This is an optimization exercise on Yosys and OpenROAD, whose aim is small area, a short achievable clock period and few clock cycles per item, not a production implementation.
Power figures rest on the tool's default switching activity, not on a simulated workload.

Setup of v30:
==> flow/design.v <==
`default_nettype none
package prefix_data_pkg;
	typedef logic signed [8-1:0] lane_t;
	typedef lane_t [8-1:0] block_t;
endpackage
`default_nettype wire
`default_nettype none
package prefix_ctrl_pkg;
	typedef logic [32-1:0] tag_t;
endpackage
`default_nettype wire
`timescale 1ns/10ps
`default_nettype none
module pipe_control (
	input wire logic clk,
	input wire logic reset,
	input wire logic valid_in,
	input wire logic ready_in,
	input wire prefix_ctrl_pkg::tag_t tag_in,
	output logic enable,
	output logic ready_out,
	output logic busy,
	output logic valid_out,
	output prefix_ctrl_pkg::tag_t tag_out
);
	logic valid_q;
	prefix_ctrl_pkg::tag_t tag_q;
	assign enable = ready_in;
	assign ready_out = ready_in;
	always_ff @(posedge clk or posedge reset) begin
		if (reset) begin
			valid_q <= 1'b0;
		end else if (enable) begin
			valid_q <= valid_in;
		end
	end
	always_ff @(posedge clk) begin
		if (enable) begin
			tag_q <= tag_in;
		end
	end
	assign busy = valid_q;
	assign valid_out = valid_q;
	assign tag_out = tag_q;
endmodule
`default_nettype wire
`timescale 1ns/10ps
`default_nettype none
module prefix_layer #(
	parameter int SPAN = 1
) (
	input wire prefix_data_pkg::block_t sums_in,
	output prefix_data_pkg::block_t sums_out
);
	localparam int W = 8;
	logic [8*W-1:0] flat_in;
	logic [8*W-1:0] flat_next;
	assign flat_in = sums_in;
	for (genvar i = 0; i < 8; i++) begin : g_lane
		if ((i & SPAN) != 0) begin : g_add
			localparam int SRC = (i / (2 * SPAN)) * (2 * SPAN) + SPAN - 1;
			assign flat_next[i*W +: W] = flat_in[i*W +: W] + flat_in[SRC*W +: W];
		end else begin : g_pass
			assign flat_next[i*W +: W] = flat_in[i*W +: W];
		end
	end
	assign sums_out = flat_next;
endmodule
`default_nettype wire
`timescale 1ns/10ps
`default_nettype none
module prefix_network (
	input wire logic clk,
	input wire logic enable,
	input wire prefix_data_pkg::block_t data_in,
	output prefix_data_pkg::block_t sums
);
	prefix_data_pkg::block_t layer_sums [0:3];
	prefix_data_pkg::block_t layer_in [0:3-1];
	prefix_data_pkg::block_t held;
	assign layer_sums[0] = data_in;
	for (genvar l = 0; l < 3; l++) begin : g_layer
		if (l == 2) begin : g_after_reg
			assign layer_in[l] = held;
		end else begin : g_chain
			assign layer_in[l] = layer_sums[l];
		end
		prefix_layer #(
			.SPAN(1 << l)
		) u_layer (
			.sums_in(layer_in[l]),
			.sums_out(layer_sums[l+1])
		);
	end
	always_ff @(posedge clk) begin
		if (enable) begin
			held <= layer_sums[2];
		end
	end
	if (2 == 3) begin : g_out_reg
		assign sums = held;
	end else begin : g_out_comb
		assign sums = layer_sums[3];
	end
endmodule
`default_nettype wire
`timescale 1ns/10ps
`default_nettype none
module prefix_adder_top (
	input wire logic clk,
	input wire logic reset,
	input wire logic valid_in,
	input wire logic ready_in,
	input wire prefix_ctrl_pkg::tag_t tag_in,
	input wire prefix_data_pkg::block_t data_in,
	output logic busy,
	output logic ready_out,
	output logic valid_out,
	output prefix_ctrl_pkg::tag_t tag_out,
	output prefix_data_pkg::block_t data_out
);
	logic enable;
	pipe_control u_control (
		.clk(clk),
		.reset(reset),
		.valid_in(valid_in),
		.ready_in(ready_in),
		.tag_in(tag_in),
		.enable(enable),
		.ready_out(ready_out),
		.busy(busy),
		.valid_out(valid_out),
		.tag_out(tag_out)
	);
	prefix_network u_network (
		.clk(clk),
		.enable(enable),
		.data_in(data_in),
		.sums(data_out)
	);
endmodule
`default_nettype wire
export LEC_CHECK = 0
export CAP_MARGIN = 20
export CORE_MARGIN = 2
export CORE_UTILIZATION = 40
export SLEW_MARGIN = 20
create_clock -name core_clock -period 4.0 [get_ports {clk}]
run.sh (not shown) runs the stock make flow with config.mk's settings and CLKGATE_MAP_FILE= SYNTH_SCRIPT=/design/flow/synth_recipe.tcl, a recipe that flattens the netlist after the stock synthesis.
Input-level comparison between v36 and v30:
-- flow/design.v --
<<< v30, line 81
	assign layer_sums[0] = data_in;
	for (genvar l = 0; l < 3; l++) begin : g_layer
		if (l == 2) begin : g_after_reg
			assign layer_in[l] = held;
		end else begin : g_chain
>>> v36, line 81
	assign layer_sums[0] = data_in;
	for (genvar l = 0; l < 3; l++) begin : g_layer
		if (l == 3) begin : g_after_reg
			assign layer_in[l] = held;
		end else begin : g_chain
<<< v30, line 95
	always_ff @(posedge clk) begin
		if (enable) begin
			held <= layer_sums[2];
		end
	end
	if (2 == 3) begin : g_out_reg
		assign sums = held;
	end else begin : g_out_comb
>>> v36, line 95
	always_ff @(posedge clk) begin
		if (enable) begin
			held <= layer_sums[3];
		end
	end
	if (3 == 3) begin : g_out_reg
		assign sums = held;
	end else begin : g_out_comb
Results
v36 finished every stage; the final checks, however, were not passed, the failures being setup timing.
Changes observed in v36 relative to v30: worst hold margin lower, design area higher, reg2reg setup slack higher.
Going from v30 to v36, top achievable clock speed shrank by 60 MHz; total of cells resized after clock tree synthesis grew by 78; sequential share of layout area shrank by 2.6 points.
v30 has a higher clock power share than v36.
Against v30 as the reference, v36 delivers a lower x dimension of the die.
v30 leaves more setup margin than v36.
On share of cell area taken by multi-input logic gates: between v36 and v30, it ends up higher for v30.
v36 vs v30: switching part of the total power up
On post-route total power, the lower figure sits with v30, not v36.
Synthesized area in v36 is 430 um2 lower than in v30
No functional check of the RTL was part of any run of this note.

## static timing again, ports no longer ideal
Ports are ideal in the flow. The routed layouts listed here were re-timed in OpenROAD.
Step 1: set_driving_cell puts a clkbuf_16 on clk and a buf_2 on each other input, an assumption about the parent block.
Step 2 adds t to the input delays and takes it off the output delays; t is the mean of the earliest and latest rising clock arrival at the registers after step 1. Input paths then give back, and output paths get back, about the clock's delay inside the block.
Slacks: no drivers / after step 1 / after step 2; pairs: no drivers / after step 1.
run | t (ns) | setup WS [ns] | hold WS [ns] | slew at the worst register clock pin (ns) | pins driven straight from the clock port
v30 | 0.380 | 0.138 / 0.148 / -0.232 | 0.573 / 0.563 / 0.576 | 0.07 / 0.07 | 1
v36 | 0.392 | -1.016 / -1.037 / -1.429 | 0.542 / 0.542 / 0.542 | 0.08 / 0.08 | 1
Met with ideal ports but missed after step 2: setup timing in v30. For v36, which loses most, drivers alone change the setup slack by -0.021 ns; drivers and shift together by -0.413 ns.
